Context: an optimization exercise on an open-source flow, tuned for small area, a short achievable clock period and few clock cycles per item. The choices shown serve that exercise and are no tape-out recipe.
Only simulation tests tie the RTL to the original design; equivalence was not proved.

==> design.v <==
package exu_pkg;
	typedef enum logic [5-1:0]
	{
		OP_NOP, OP_OR, OP_AND, OP_XOR, OP_NOR, OP_LUI,
		OP_SLL, OP_SRL, OP_SRA, OP_SLLV, OP_SRLV, OP_SRAV,
		OP_ADD, OP_ADDU, OP_SUB, OP_SUBU, OP_SLT, OP_SLTU,
		OP_CLZ, OP_CLO, OP_MOV, OP_MFHI, OP_MFLO, OP_MTHI, OP_MTLO,
		OP_MUL, OP_MULT, OP_MULTU, OP_DIV, OP_DIVU
	} exu_op_e;
	typedef struct packed
	{
		exu_op_e                 op;
		logic [32-1:0]    opa;
		logic [32-1:0]    opb;
		logic [5-1:0]  rd;
	} exu_req_t;
	typedef struct packed
	{
		logic [5-1:0]  rd;
		logic                    we;
		logic [32-1:0]    data;
	} exu_wb_t;
	typedef struct packed
	{
		logic [32-1:0]    hi;
		logic [32-1:0]    lo;
	} exu_hilo_t;
	typedef struct packed
	{
		logic       we;
		exu_hilo_t  hilo;
	} exu_hilo_wr_t;
endpackage
import exu_pkg::*;
module exu_hilo
(
	input  logic          clk,
	input  logic          arst_n_i,
	input  logic          div_wr_i,
	input  logic [31:0]   div_hi_i,
	input  logic [31:0]   div_lo_i,
	input  logic          hi_we_i,
	input  logic          lo_we_i,
	input  logic [31:0]   hi_i,
	input  logic [31:0]   lo_i,
	output exu_pkg::exu_hilo_t     hilo_o
);
	exu_pkg::exu_hilo_t hilo_q;
	always_ff @(posedge clk or negedge arst_n_i)
	begin
		if (!arst_n_i)
		begin
			hilo_q <= '0;
		end
		else if (div_wr_i)
		begin
			hilo_q <= {div_hi_i, div_lo_i};
		end
		else
		begin
			if (hi_we_i)
				hilo_q.hi <= hi_i;
			if (lo_we_i)
				hilo_q.lo <= lo_i;
		end
	end
	assign hilo_o = hilo_q;
endmodule
import exu_pkg::*;
module exu_alu
(
	input  exu_pkg::exu_op_e       op_i,
	input  logic [32-1:0]   opa_i,
	input  logic [32-1:0]   opb_i,
	output logic [32-1:0]   res_o,
	output logic                   ovf_o
);
	localparam int XLEN = 32;
	function automatic logic [5:0] clz32(input logic [31:0] v);
		logic        z16, z8, z4, z2, z1;
		logic [15:0] h16;
		logic [7:0]  h8;
		logic [3:0]  h4;
		logic [1:0]  h2;
		z16 = (v[31:16] == 16'h0);
		h16 = z16 ? v[15:0] : v[31:16];
		z8  = (h16[15:8] == 8'h0);
		h8  = z8 ? h16[7:0] : h16[15:8];
		z4  = (h8[7:4] == 4'h0);
		h4  = z4 ? h8[3:0] : h8[7:4];
		z2  = (h4[3:2] == 2'h0);
		h2  = z2 ? h4[1:0] : h4[3:2];
		z1  = !h2[1];
		if (v == 32'h0)
			clz32 = 6'd32;
		else
			clz32 = {1'b0, z16, z8, z4, z2, z1};
	endfunction
	function automatic logic [31:0] rev32(input logic [31:0] v);
		for (int i = 0; i < 32; i++)
			rev32[i] = v[31-i];
	endfunction
	exu_pkg::exu_op_e op;
	logic [XLEN-1:0]  a;
	logic [XLEN-1:0]  b;
	assign op = op_i;
	assign a  = opa_i;
	assign b  = opb_i;
	logic [XLEN-1:0] logic_res;
	always_comb
	begin
		case (op)
			OP_OR:   logic_res = a | b;
			OP_AND:  logic_res = a & b;
			OP_XOR:  logic_res = a ^ b;
			OP_NOR:  logic_res = ~(a | b);
			default: logic_res = {b[XLEN/2-1:0], {(XLEN/2){1'b0}}};
		endcase
	end
	logic [4:0]      shamt;
	logic            sh_left;
	logic            sh_arith;
	logic [XLEN-1:0] sh_in;
	logic [XLEN:0]   sh_ext;
	logic [XLEN-1:0] sh_out;
	logic [XLEN-1:0] shift_res;
	assign shamt    = ((op == OP_SLLV) || (op == OP_SRLV) || (op == OP_SRAV)) ?
			  a[4:0] : a[6 +: 5];
	assign sh_left  = (op == OP_SLL) || (op == OP_SLLV);
	assign sh_arith = (op == OP_SRA) || (op == OP_SRAV);
	assign sh_in    = sh_left ? rev32(b) : b;
	assign sh_ext   = {sh_arith & b[XLEN-1], sh_in};
	assign sh_out   = XLEN'($signed(sh_ext) >>> shamt);
	assign shift_res = sh_left ? rev32(sh_out) : sh_out;
	logic            sub;
	logic [XLEN:0]   sum;
	logic            lt;
	logic            ltu;
	assign sub = (op == OP_SUB) || (op == OP_SUBU) || (op == OP_SLT) || (op == OP_SLTU);
	assign sum = {1'b0, a} + {1'b0, sub ? ~b : b} + {{XLEN{1'b0}}, sub};
	assign ltu = !sum[XLEN];
	assign lt  = (a[XLEN-1] != b[XLEN-1]) ? a[XLEN-1] : sum[XLEN-1];
	assign ovf_o = sub ? (a[XLEN-1] != b[XLEN-1]) && (sum[XLEN-1] != a[XLEN-1])
			   : (a[XLEN-1] == b[XLEN-1]) && (sum[XLEN-1] != a[XLEN-1]);
	logic [5:0] lead_cnt;
	assign lead_cnt = clz32((op == OP_CLO) ? ~a : a);
	always_comb
	begin
		case (op)
			OP_OR, OP_AND, OP_XOR, OP_NOR, OP_LUI:
				res_o = logic_res;
			OP_SLL, OP_SRL, OP_SRA, OP_SLLV, OP_SRLV, OP_SRAV:
				res_o = shift_res;
			OP_ADD, OP_ADDU, OP_SUB, OP_SUBU:
				res_o = sum[XLEN-1:0];
			OP_SLT:
				res_o = {{(XLEN-1){1'b0}}, lt};
			OP_SLTU:
				res_o = {{(XLEN-1){1'b0}}, ltu};
			OP_CLZ, OP_CLO:
				res_o = {{(XLEN-6){1'b0}}, lead_cnt};
			default:
				res_o = a;
		endcase
	end
endmodule
module exu_mul
(
	input  logic          sgn_i,
	input  logic [31:0]   a_i,
	input  logic [31:0]   b_i,
	output logic [63:0]   s_o,
	output logic [63:0]   c_o
);
	localparam int NPP = 17;
	logic [32:0] ax;
	logic [34:0] by;    
	assign ax = {sgn_i & a_i[31], a_i};
	assign by = {sgn_i & b_i[31], sgn_i & b_i[31], b_i, 1'b0};
	function automatic logic [63:0] sext_const();
		logic [63:0] k;
		k = '0;
		for (int i = 0; i < NPP; i++)
			k = k - (64'd1 << (33 + 2*i));
		sext_const = k;
	endfunction
	logic [NPP-1:0]       neg;
	logic [NPP-1:0][33:0] pp;
	logic [17:0][63:0]    l0;
	always_comb
	begin
		for (int i = 0; i < NPP; i++)
		begin
			logic y2, y1, y0, one, two;
			y2 = by[2*i+2];
			y1 = by[2*i+1];
			y0 = by[2*i];
			one    = y1 ^ y0;
			two    = (y2 & !y1 & !y0) | (!y2 & y1 & y0);
			neg[i] = y2;
			for (int j = 0; j < 34; j++)
			begin
				logic aj, ajm;
				aj  = (j == 33) ? ax[32] : ax[j];
				ajm = (j == 0) ? 1'b0 : ax[j-1];
				pp[i][j] = ((one & aj) | (two & ajm)) ^ y2;
			end
		end
		for (int r = 0; r < 18; r++)
			l0[r] = '0;
		for (int i = 0; i < NPP; i++)
		begin
			l0[i] = 64'({~pp[i][33], pp[i][32:0]}) << (2*i);
			if (i > 0)
				l0[i][2*i-2] = neg[i-1];
		end
		l0[17] = sext_const();
		l0[17][32] = neg[NPP-1];
	end
	function automatic logic [63:0] csa_s(input logic [63:0] x, input logic [63:0] y,
		input logic [63:0] z);
		csa_s = x ^ y ^ z;
	endfunction
	function automatic logic [63:0] csa_c(input logic [63:0] x, input logic [63:0] y,
		input logic [63:0] z);
		csa_c = ((x & y) | (x & z) | (y & z)) << 1;
	endfunction
	logic [11:0][63:0] l1;
	logic [7:0][63:0]  l2;
	logic [5:0][63:0]  l3;
	logic [3:0][63:0]  l4;
	logic [2:0][63:0]  l5;
	logic [1:0][63:0]  l6;
	always_comb
	begin
		for (int g = 0; g < 6; g++)
			begin
				l1[2*g] = csa_s(l0[3*g], l0[3*g+1], l0[3*g+2]);
				l1[2*g+1] = csa_c(l0[3*g], l0[3*g+1], l0[3*g+2]);
			end
		for (int g = 0; g < 4; g++)
			begin
				l2[2*g] = csa_s(l1[3*g], l1[3*g+1], l1[3*g+2]);
				l2[2*g+1] = csa_c(l1[3*g], l1[3*g+1], l1[3*g+2]);
			end
		for (int g = 0; g < 2; g++)
			begin
				l3[2*g] = csa_s(l2[3*g], l2[3*g+1], l2[3*g+2]);
				l3[2*g+1] = csa_c(l2[3*g], l2[3*g+1], l2[3*g+2]);
			end
		l3[4] = l2[6];
		l3[5] = l2[7];
		for (int g = 0; g < 2; g++)
			begin
				l4[2*g] = csa_s(l3[3*g], l3[3*g+1], l3[3*g+2]);
				l4[2*g+1] = csa_c(l3[3*g], l3[3*g+1], l3[3*g+2]);
			end
		begin
			l5[0] = csa_s(l4[0], l4[1], l4[2]);
			l5[1] = csa_c(l4[0], l4[1], l4[2]);
		end
		l5[2] = l4[3];
		begin
			l6[0] = csa_s(l5[0], l5[1], l5[2]);
			l6[1] = csa_c(l5[0], l5[1], l5[2]);
		end
	end
	assign s_o = l6[0];
	assign c_o = l6[1];
endmodule
import exu_pkg::*;
module exu_div
(
	input  logic          clk,
	input  logic          arst_n_i,
	input  logic          start_i,
	input  logic          signed_i,
	input  logic [31:0]   opa_i,
	input  logic [31:0]   opb_i,
	output logic          busy_o,
	output logic          busy_nx_o,
	output logic          wr_o,
	output logic [31:0]   wr_hi_o,
	output logic [31:0]   wr_lo_o
);
	localparam int G  = 1;
	localparam int M  = 2 * G;
	localparam int LM = $clog2(M);
	localparam int XW = 36;
	function automatic logic [5:0] clz32(input logic [31:0] v);
		logic        z16, z8, z4, z2, z1;
		logic [15:0] h16;
		logic [7:0]  h8;
		logic [3:0]  h4;
		logic [1:0]  h2;
		z16 = (v[31:16] == 16'h0);
		h16 = z16 ? v[15:0] : v[31:16];
		z8  = (h16[15:8] == 8'h0);
		h8  = z8 ? h16[7:0] : h16[15:8];
		z4  = (h8[7:4] == 4'h0);
		h4  = z4 ? h8[3:0] : h8[7:4];
		z2  = (h4[3:2] == 2'h0);
		h2  = z2 ? h4[1:0] : h4[3:2];
		z1  = !h2[1];
		if (v == 32'h0)
			clz32 = 6'd32;
		else
			clz32 = {1'b0, z16, z8, z4, z2, z1};
	endfunction
	typedef enum logic [1:0] {S_IDLE, S_SETUP, S_ITER, S_FIN} st_e;
	st_e               st_q;
	st_e               st_d;
	logic [31:0]       a_mag;
	logic [31:0]       b_mag;
	logic [6:0]        k_d;
	logic [31:0]       rem_q;
	logic [31:0]       dsr_q;
	logic [XW-1:0]     x1_q;
	logic [XW-1:0]     x3_q;
	logic [31:0]       quo_q;
	logic [6:0]        k_q;
	logic [4:0]        cnt_q;
	logic              q_neg_q;
	logic              r_neg_q;
	logic              dz_q;
	assign a_mag = (signed_i && opa_i[31]) ? -opa_i : opa_i;
	assign b_mag = (signed_i && opb_i[31]) ? -opb_i : opb_i;
	assign k_d   = {1'b0, clz32(b_mag)} - {1'b0, clz32(a_mag)};
	logic [31:0]   rem_it;
	logic [31:0]   quo_it;
	logic [XW-1:0] x1_it;
	logic [XW-1:0] x3_it;
	always_comb
	begin
		rem_it = rem_q;
		quo_it = quo_q;
		x1_it  = x1_q;
		x3_it  = x3_q;
		for (int j = 0; j < G; j++)
		begin
			logic [XW:0] d1, d2, d3;
			logic        ge1, ge2, ge3;
			d1 = {1'b0, {(XW-32){1'b0}}, rem_it} - {1'b0, x1_it};
			d2 = {1'b0, {(XW-32){1'b0}}, rem_it} - {x1_it, 1'b0};
			d3 = {1'b0, {(XW-32){1'b0}}, rem_it} - {1'b0, x3_it};
			ge1 = !d1[XW];
			ge2 = !d2[XW];
			ge3 = !d3[XW];
			quo_it = {quo_it[29:0], ge2, ge3 | (ge1 & !ge2)};
			if (ge3)
				rem_it = d3[31:0];
			else if (ge2)
				rem_it = d2[31:0];
			else if (ge1)
				rem_it = d1[31:0];
			x1_it = x1_it >> 2;
			x3_it = x3_it >> 2;
		end
	end
	logic [4:0]    kk;
	logic [XW-1:0] x1_al;
	assign kk    = k_q[4:0] | 5'(M - 1);
	assign x1_al = XW'(dsr_q) << (kk - 1'b1);
	always_comb
	begin
		st_d = st_q;
		case (st_q)
			S_SETUP: st_d = (dz_q || k_q[6]) ? S_FIN : S_ITER;
			S_ITER:  st_d = (cnt_q == '0) ? S_FIN : S_ITER;
			default: st_d = S_IDLE;
		endcase
		if (start_i)
			st_d = S_SETUP;
	end
	always_ff @(posedge clk or negedge arst_n_i)
	begin
		if (!arst_n_i)
			st_q <= S_IDLE;
		else
			st_q <= st_d;
	end
	always_ff @(posedge clk)
	begin
		if (start_i)
		begin
			rem_q   <= a_mag;
			dsr_q <= b_mag;
			k_q     <= k_d;
			q_neg_q <= signed_i && (opa_i[31] ^ opb_i[31]);
			r_neg_q <= signed_i && opa_i[31];
			dz_q    <= (opb_i == '0);
		end
		else if (st_q == S_SETUP)
		begin
			x1_q  <= x1_al;
			x3_q  <= x1_al + (x1_al << 1);
			quo_q <= '0;
			cnt_q <= kk >> LM;
		end
		else if (st_q == S_ITER)
		begin
			rem_q <= rem_it;
			quo_q <= quo_it;
			x1_q  <= x1_it;
			x3_q  <= x3_it;
			cnt_q <= cnt_q - 1'b1;
		end
	end
	assign busy_o    = (st_q == S_SETUP) || (st_q == S_ITER);
	assign busy_nx_o = (st_d == S_SETUP) || (st_d == S_ITER);
	assign wr_o    = (st_q == S_FIN);
	assign wr_hi_o = r_neg_q ? -rem_q : rem_q;
	assign wr_lo_o = dz_q ? '1 : (q_neg_q ? -quo_q : quo_q);
endmodule
import exu_pkg::*;
module exu_top
(
	input  logic                    clk,
	input  logic                    arst_n_i,
	input  logic                    req_valid_i,
	input  logic [5-1:0]    req_op_i,
	input  logic [32-1:0]    req_opa_i,
	input  logic [32-1:0]    req_opb_i,
	input  logic [5-1:0]  req_rd_i,
	output logic                    wb_valid_o,
	output logic [5-1:0]  wb_rd_o,
	output logic                    wb_we_o,
	output logic [32-1:0]    wb_data_o,
	output logic                    busy_o
);
	localparam int XLEN = 32;
	function automatic logic uses_hilo(input logic [5-1:0] op);
		case (op)
			OP_MFHI, OP_MFLO, OP_MTHI, OP_MTLO, OP_MULT, OP_MULTU, OP_DIV, OP_DIVU:
				uses_hilo = 1'b1;
			default:
				uses_hilo = 1'b0;
		endcase
	endfunction
	logic                   busy_q;
	logic                   v1_q;
	logic                   hl1_q;
	exu_pkg::exu_op_e       op1_q;
	logic [XLEN-1:0]        a1_q;
	logic [XLEN-1:0]        b1_q;
	logic [5-1:0] rd1_q;
	logic                   div_busy_nx;
	logic                   v1_nx;
	logic                   hl1_nx;
	assign busy_o = busy_q;
	assign v1_nx  = busy_q ? v1_q  : req_valid_i;
	assign hl1_nx = busy_q ? hl1_q : uses_hilo(req_op_i);
	always_ff @(posedge clk or negedge arst_n_i)
	begin
		if (!arst_n_i)
		begin
			v1_q   <= 1'b0;
			busy_q <= 1'b0;
		end
		else
		begin
			v1_q   <= v1_nx;
			busy_q <= v1_nx && hl1_nx && div_busy_nx;
		end
	end
	always_ff @(posedge clk)
	begin
		if (!busy_q)
		begin
			hl1_q <= uses_hilo(req_op_i);
			op1_q <= exu_pkg::exu_op_e'(req_op_i);
			a1_q  <= req_opa_i;
			b1_q  <= req_opb_i;
			rd1_q <= req_rd_i;
		end
	end
	logic            go1;
	logic [XLEN-1:0] alu_res;
	logic            alu_ovf;
	logic [63:0]     mul_s;
	logic [63:0]     mul_c;
	assign go1 = v1_q && !busy_q;
	exu_alu i_exu_alu
	(
		.op_i   (op1_q),
		.opa_i  (a1_q),
		.opb_i  (b1_q),
		.res_o  (alu_res),
		.ovf_o  (alu_ovf)
	);
	exu_mul i_exu_mul
	(
		.sgn_i  ((op1_q == OP_MUL) || (op1_q == OP_MULT)),
		.a_i    (a1_q),
		.b_i    (b1_q),
		.s_o    (mul_s),
		.c_o    (mul_c)
	);
	logic        div_busy;
	logic        div_wr;
	logic [31:0] div_hi;
	logic [31:0] div_lo;
	exu_div i_exu_div
	(
		.clk        (clk),
		.arst_n_i   (arst_n_i),
		.start_i    (go1 && ((op1_q == OP_DIV) || (op1_q == OP_DIVU))),
		.signed_i   (op1_q == OP_DIV),
		.opa_i      (a1_q),
		.opb_i      (b1_q),
		.busy_o     (div_busy),
		.busy_nx_o  (div_busy_nx),
		.wr_o       (div_wr),
		.wr_hi_o    (div_hi),
		.wr_lo_o    (div_lo)
	);
	logic                   v2_q;
	logic                   gpr2_q;
	logic [5-1:0] rd2_q;
	logic                   we2_q;
	logic [XLEN-1:0]        res2_q;
	logic                   mul2_q;
	logic                   mfhi2_q;
	logic                   mflo2_q;
	logic                   mult2_q;
	logic                   mthi2_q;
	logic                   mtlo2_q;
	logic [63:0]            ms2_q;
	logic [63:0]            mc2_q;
	always_ff @(posedge clk or negedge arst_n_i)
	begin
		if (!arst_n_i)
			v2_q <= 1'b0;
		else
			v2_q <= go1;
	end
	always_ff @(posedge clk)
	begin
		gpr2_q  <= !((op1_q == OP_NOP) || (op1_q == OP_MTHI) || (op1_q == OP_MTLO) ||
			     (op1_q == OP_MULT) || (op1_q == OP_MULTU) ||
			     (op1_q == OP_DIV) || (op1_q == OP_DIVU));
		rd2_q   <= rd1_q;
		we2_q   <= !(alu_ovf && ((op1_q == OP_ADD) || (op1_q == OP_SUB)));
		res2_q  <= alu_res;
		mul2_q  <= (op1_q == OP_MUL);
		mfhi2_q <= (op1_q == OP_MFHI);
		mflo2_q <= (op1_q == OP_MFLO);
		mult2_q <= (op1_q == OP_MULT) || (op1_q == OP_MULTU);
		mthi2_q <= (op1_q == OP_MTHI);
		mtlo2_q <= (op1_q == OP_MTLO);
		ms2_q   <= mul_s;
		mc2_q   <= mul_c;
	end
	exu_pkg::exu_hilo_t hilo;
	logic [63:0]        prod;
	logic [XLEN-1:0]    wb_data_d;
	assign prod = ms2_q + mc2_q;
	always_comb
	begin
		if (mul2_q)
			wb_data_d = prod[XLEN-1:0];
		else if (mfhi2_q)
			wb_data_d = hilo.hi;
		else if (mflo2_q)
			wb_data_d = hilo.lo;
		else
			wb_data_d = res2_q;
	end
	exu_hilo i_exu_hilo
	(
		.clk       (clk),
		.arst_n_i  (arst_n_i),
		.div_wr_i  (div_wr),
		.div_hi_i  (div_hi),
		.div_lo_i  (div_lo),
		.hi_we_i   (v2_q && (mult2_q || mthi2_q)),
		.lo_we_i   (v2_q && (mult2_q || mtlo2_q)),
		.hi_i      (mult2_q ? prod[63:32] : res2_q),
		.lo_i      (mult2_q ? prod[31:0] : res2_q),
		.hilo_o    (hilo)
	);
	always_ff @(posedge clk or negedge arst_n_i)
	begin
		if (!arst_n_i)
			wb_valid_o <= 1'b0;
		else
			wb_valid_o <= v2_q && gpr2_q;
	end
	always_ff @(posedge clk)
	begin
		wb_rd_o   <= rd2_q;
		wb_we_o   <= we2_q;
		wb_data_o <= wb_data_d;
	end
	logic unused;
	assign unused = div_busy;
endmodule
==> run.sh <==
#!/bin/bash
# synth_recipe.tcl (not shown) runs the flow's synth.tcl, then flattens the netlist and writes it again
# the make line also repeats each setting of config.mk as NAME=value (left out here)
make -C /OpenROAD-flow-scripts/flow DESIGN_CONFIG=/design/flow/config.mk WORK_HOME=/design/flow/orfs CLKGATE_MAP_FILE= SYNTH_SCRIPT=/design/flow/synth_recipe.tcl finish
==> config.mk <==
export PLATFORM = sky130hd
export DESIGN_NAME = exu_top
export DESIGN_NICKNAME = exu_top
export VERILOG_FILES = /design/flow/design.v
export SDC_FILE = /design/flow/constraint.sdc
export NUM_CORES = 4
export LEC_CHECK = 0
export CAP_MARGIN = 20
export CORE_MARGIN = 2
export CORE_UTILIZATION = 40
export SLEW_MARGIN = 20
==> constraint.sdc <==
create_clock -name core_clock -period 24.0 [get_ports {clk}]
set_input_delay 4.8000 -clock core_clock [delete_from_list [all_inputs] [get_ports {clk}]]
set_output_delay 4.8000 -clock core_clock [all_outputs]
set_load 0.01 [all_outputs]
==> run summary <==
CP Capture Type=output port; clk sinks=530; # setup viols final=0; area of the multi-input gates=46800 um^2; Hold WC Path Type=reg -> reg; WP data arrival=2.01 ns; r2r endpoint=ms2_q[33]; register area share after synthesis=20.8%; number of fill cells in the layout=15900; YS warnings=5; die extent in y=407 um; core area=161000 um^2; Final #Nets=8171; CTS H-Tree Depth=3; antenna violations before repair=21; Max stage delay cell, worst path=clkdlybuf4s50_1; max-cap violations=0; Setup Fix Bufs, Post-CTS=0; worst slew pin tran=1.34 ns; sequential cell area=13500 um^2; Seq cells post-synth=530; Fin Setup TNS=0 ns; final core utilization=43.9%; RR Startpoint=a1_q[31]; initial core utilization=40.3%; global-route wire length before repair=387 mm; WS Path Type=reg -> out; CP required=19.20 ns; syn_area_per_cell=8.81 um^2; largest net degree at the start of global routing=94; Worst Reg-to-Reg Cells=14; CTS tree=built; area grow syn2layout=8.68%; hold path start=rd2_q[3]; Die Area=165000 um^2; CP Launch Type=register; post-route minimum period=6.81 ns; DP HPWL=194 mm; cts repair resizes=0; critical path cell sequence=clkdlybuf4s50_1; mapped cell area=64900 um^2; wire per inst=28.5 um; root buffer cell=clkbuf_16; RSZ-0062 raised after global routing=false; vias in the first global route=56600; DRT iter0 DRCs=6972; Hold Buf Count CTS=0; Area after DPL=68000 um^2; GRT Total Usage=31.6%; Row Count=147; Post-Syn Nets=8378; Top delay family on crit path=buffers and inverters; reg-to-reg setup timing slack=17.32 ns; CP bufs+invs=1; Num CTS Buffers=71; CP peak stage delay=0.84 ns; FMAX=147 MHz; Fin. Hold Viols=0; Vias/cell=6.25; fraction of layout instances using a drive strength above 1=6.60%; Worst-Skew Late Latency=0.72 ns; total global routing overflow=0; Die W=407 um; total number of vias=58600; drt total wl=267 mm; DR DRC count=0; relative slew slack=9.56%; Netlist cell types=107; ys flop type=edfxtp_1; port bufs=116; Critical Path Fanout Max=5; post-route ant nets=0; Async S/R FF share, synth=13.2%; WHS Endpoint=wb_rd_o[3]; skew final=0.0499 ns; WHS Path Cells=0; drt pass-1 iters=9; EDFF count, synth=256; cells after synthesis=7362; Longest Clk Path Bufs=3; Reg clk slew, reported paths=0.06 ns; max-slew violations=0; Tcrit/Tclk final=28.4%; Final GP Congestion=1.03; design area=70500 um^2; status=finished clean; IO Count=117
per-layer routing:
metal	vias to the layer above	global-route usage, %	part of all wire [%]
met5	-	0	0.073
met4	26	15.6	5.7
met3	855	9.80	12
met2	3593	46.6	42
met1	28600	41.8	40
li1	25500	-	-
logic make-up (layout without fill, tap and decap cells):
logic type	after synthesis	count (layout)	share of synthesized area, %
AOI/OAI and AO/OA	2033	2033	20.6
DFF	530	530	20.8
and+or+nand+nor	1480	1480	11.0
buffers and inverters	1245	1097	7.30
xor gates and xnor gates	884	884	11.9
muxes	251	251	4.73
other	0	4	0
adders and majority gates	939	939	23.5
layout make-up:
| class | instances | share of cell area [%] |
|---|---|---|
| Multi-Input combinational cell | 5587 | 66.4 |
| Sequential cell | 530 | 19.2 |
| Tap cell | 2160 | 3.83 |
| Inverter | 678 | 3.61 |
| Timing Repair Buffer | 287 | 3.49 |
| Clock buffer | 88 | 2.67 |
| Clock inverter | 44 | 0.747 |
| Antenna cell | 4 | 0.0142 |
state kept, by name (all words and copies together) (netlist names), 32 cells and up:
name / cells
res2_q: 32
b1_q: 32
a1_q: 32
i_exu_hilo.hilo_q: 64
mc2_q: 57
i_exu_div.quo_q: 32
wb_data_o: 32
i_exu_div.x3_q: 36
i_exu_div.rem_q: 32
i_exu_div.x1_q: 36
i_exu_div.dsr_q: 32
ms2_q: 64
worst max path at each step:
stage | slack (ns) | cells after the start | startpoint | end
after detailed placement | 17.46 | 18 | op1_q[1] | i_exu_div.k_q[6]
after global placement | 17.39 | 18 | op1_q[1] | i_exu_div.k_q[6]
after floorplan | 16.35 | 7 | op1_q[1] | i_exu_div.st_q[1]
after global routing | 16.89 | 18 | op1_q[1] | i_exu_div.k_q[6]
final | 17.19 | 1 | busy_q | busy_o
after CTS | 17.15 | 1 | busy_q | busy_o
cells in the mapped netlist (all sizes together) (42+ instances only):
cell,instances,area share [%]
a211oi,86,1.0
a21o,101,1.2
a21oi,436,3.4
a22oi,510,5.9
a31oi,63,0.61
buf,129,0.84
clkbuf,438,2.5
dfrtp,70,2.7
dfxtp,204,6.3
edfxtp,256,12
fa,468,14
ha,471,9.1
inv,672,3.9
mux2i,177,2.8
nand2,447,2.6
nand3,95,0.74
nand4,46,0.44
nor2,407,2.4
nor2b,109,1.1
nor3,100,0.81
nor4,42,0.48
o211ai,44,0.51
o21a,46,0.53
o21ai,422,3.3
o31ai,44,0.51
or3,45,0.43
xnor2,783,11
xor2,101,1.4
stage by stage:
stage	setup slack (ns)	instances	hold WS [ns]
2_1_floorplan	16.35	7362	0.310
3_3_place_gp	17.39	9241	0.310
3_5_place_dp	17.46	9241	0.312
4_1_cts	17.15	9373	0.327
5_1_grt	16.89	9374	0.327
6_report	17.19	9378	0.324
cell usage in the layout, fill, tap and decap left out, types with 26 or more instances in the layout:
master and instances:
clkbuf_16 71, buf_4 171, o31ai_1 44, or3_1 45
nor2_1 401, o21bai_1 27, edfxtp_1 256, o22ai_1 26
a211oi_1 86, dfrtp_1 70, nand2b_1 39, ha_1 464
o21ai_0 396, clkdlybuf4s50_1 115, xor2_1 100, dfxtp_1 200
mux2_2 34, a22oi_1 510, nor2b_1 107, a31oi_1 63
a21o_1 101, o211ai_1 44, inv_1 659, nor4_1 33
a21oi_1 433, fa_1 468, xnor2_1 782, nand3_1 94
nand2_1 447, and3_1 30, mux4_2 40, nand4_1 46
nor3_1 94, o21a_1 46, mux2i_1 175
Testbench counts, summed over its fixed seeds: cycles 28,605, ops 24,016.

==> port drivers added, routing unchanged <==
The results above use ideal ports. As a check the final layout listed here was re-extracted and re-timed, cells and wires unchanged. Step 1 sets driving cells, clkbuf_16 on the clock port and buf_2 on the other inputs (assumed; they add their load-dependent delay and slew). Step 2, shift: input delay + t, output delay - t, t = (earliest + latest rising clock arrival at the registers) / 2. This alone moves slack from input paths to output paths. Slacks: ideal ports / drivers / drivers and shift; pairs: ideal ports / drivers.
t (ns): 0.777
setup WS [ns]: 17.193 / 17.107 / 17.319
hold WS [ns]: 0.324 / 0.324 / 0.324
latest minus earliest clock arrival (ns): 0.050 / 0.050
After both steps setup and hold are still met in this run. For this run, drivers alone change the setup slack by -0.086 ns; drivers and shift together by +0.126 ns.
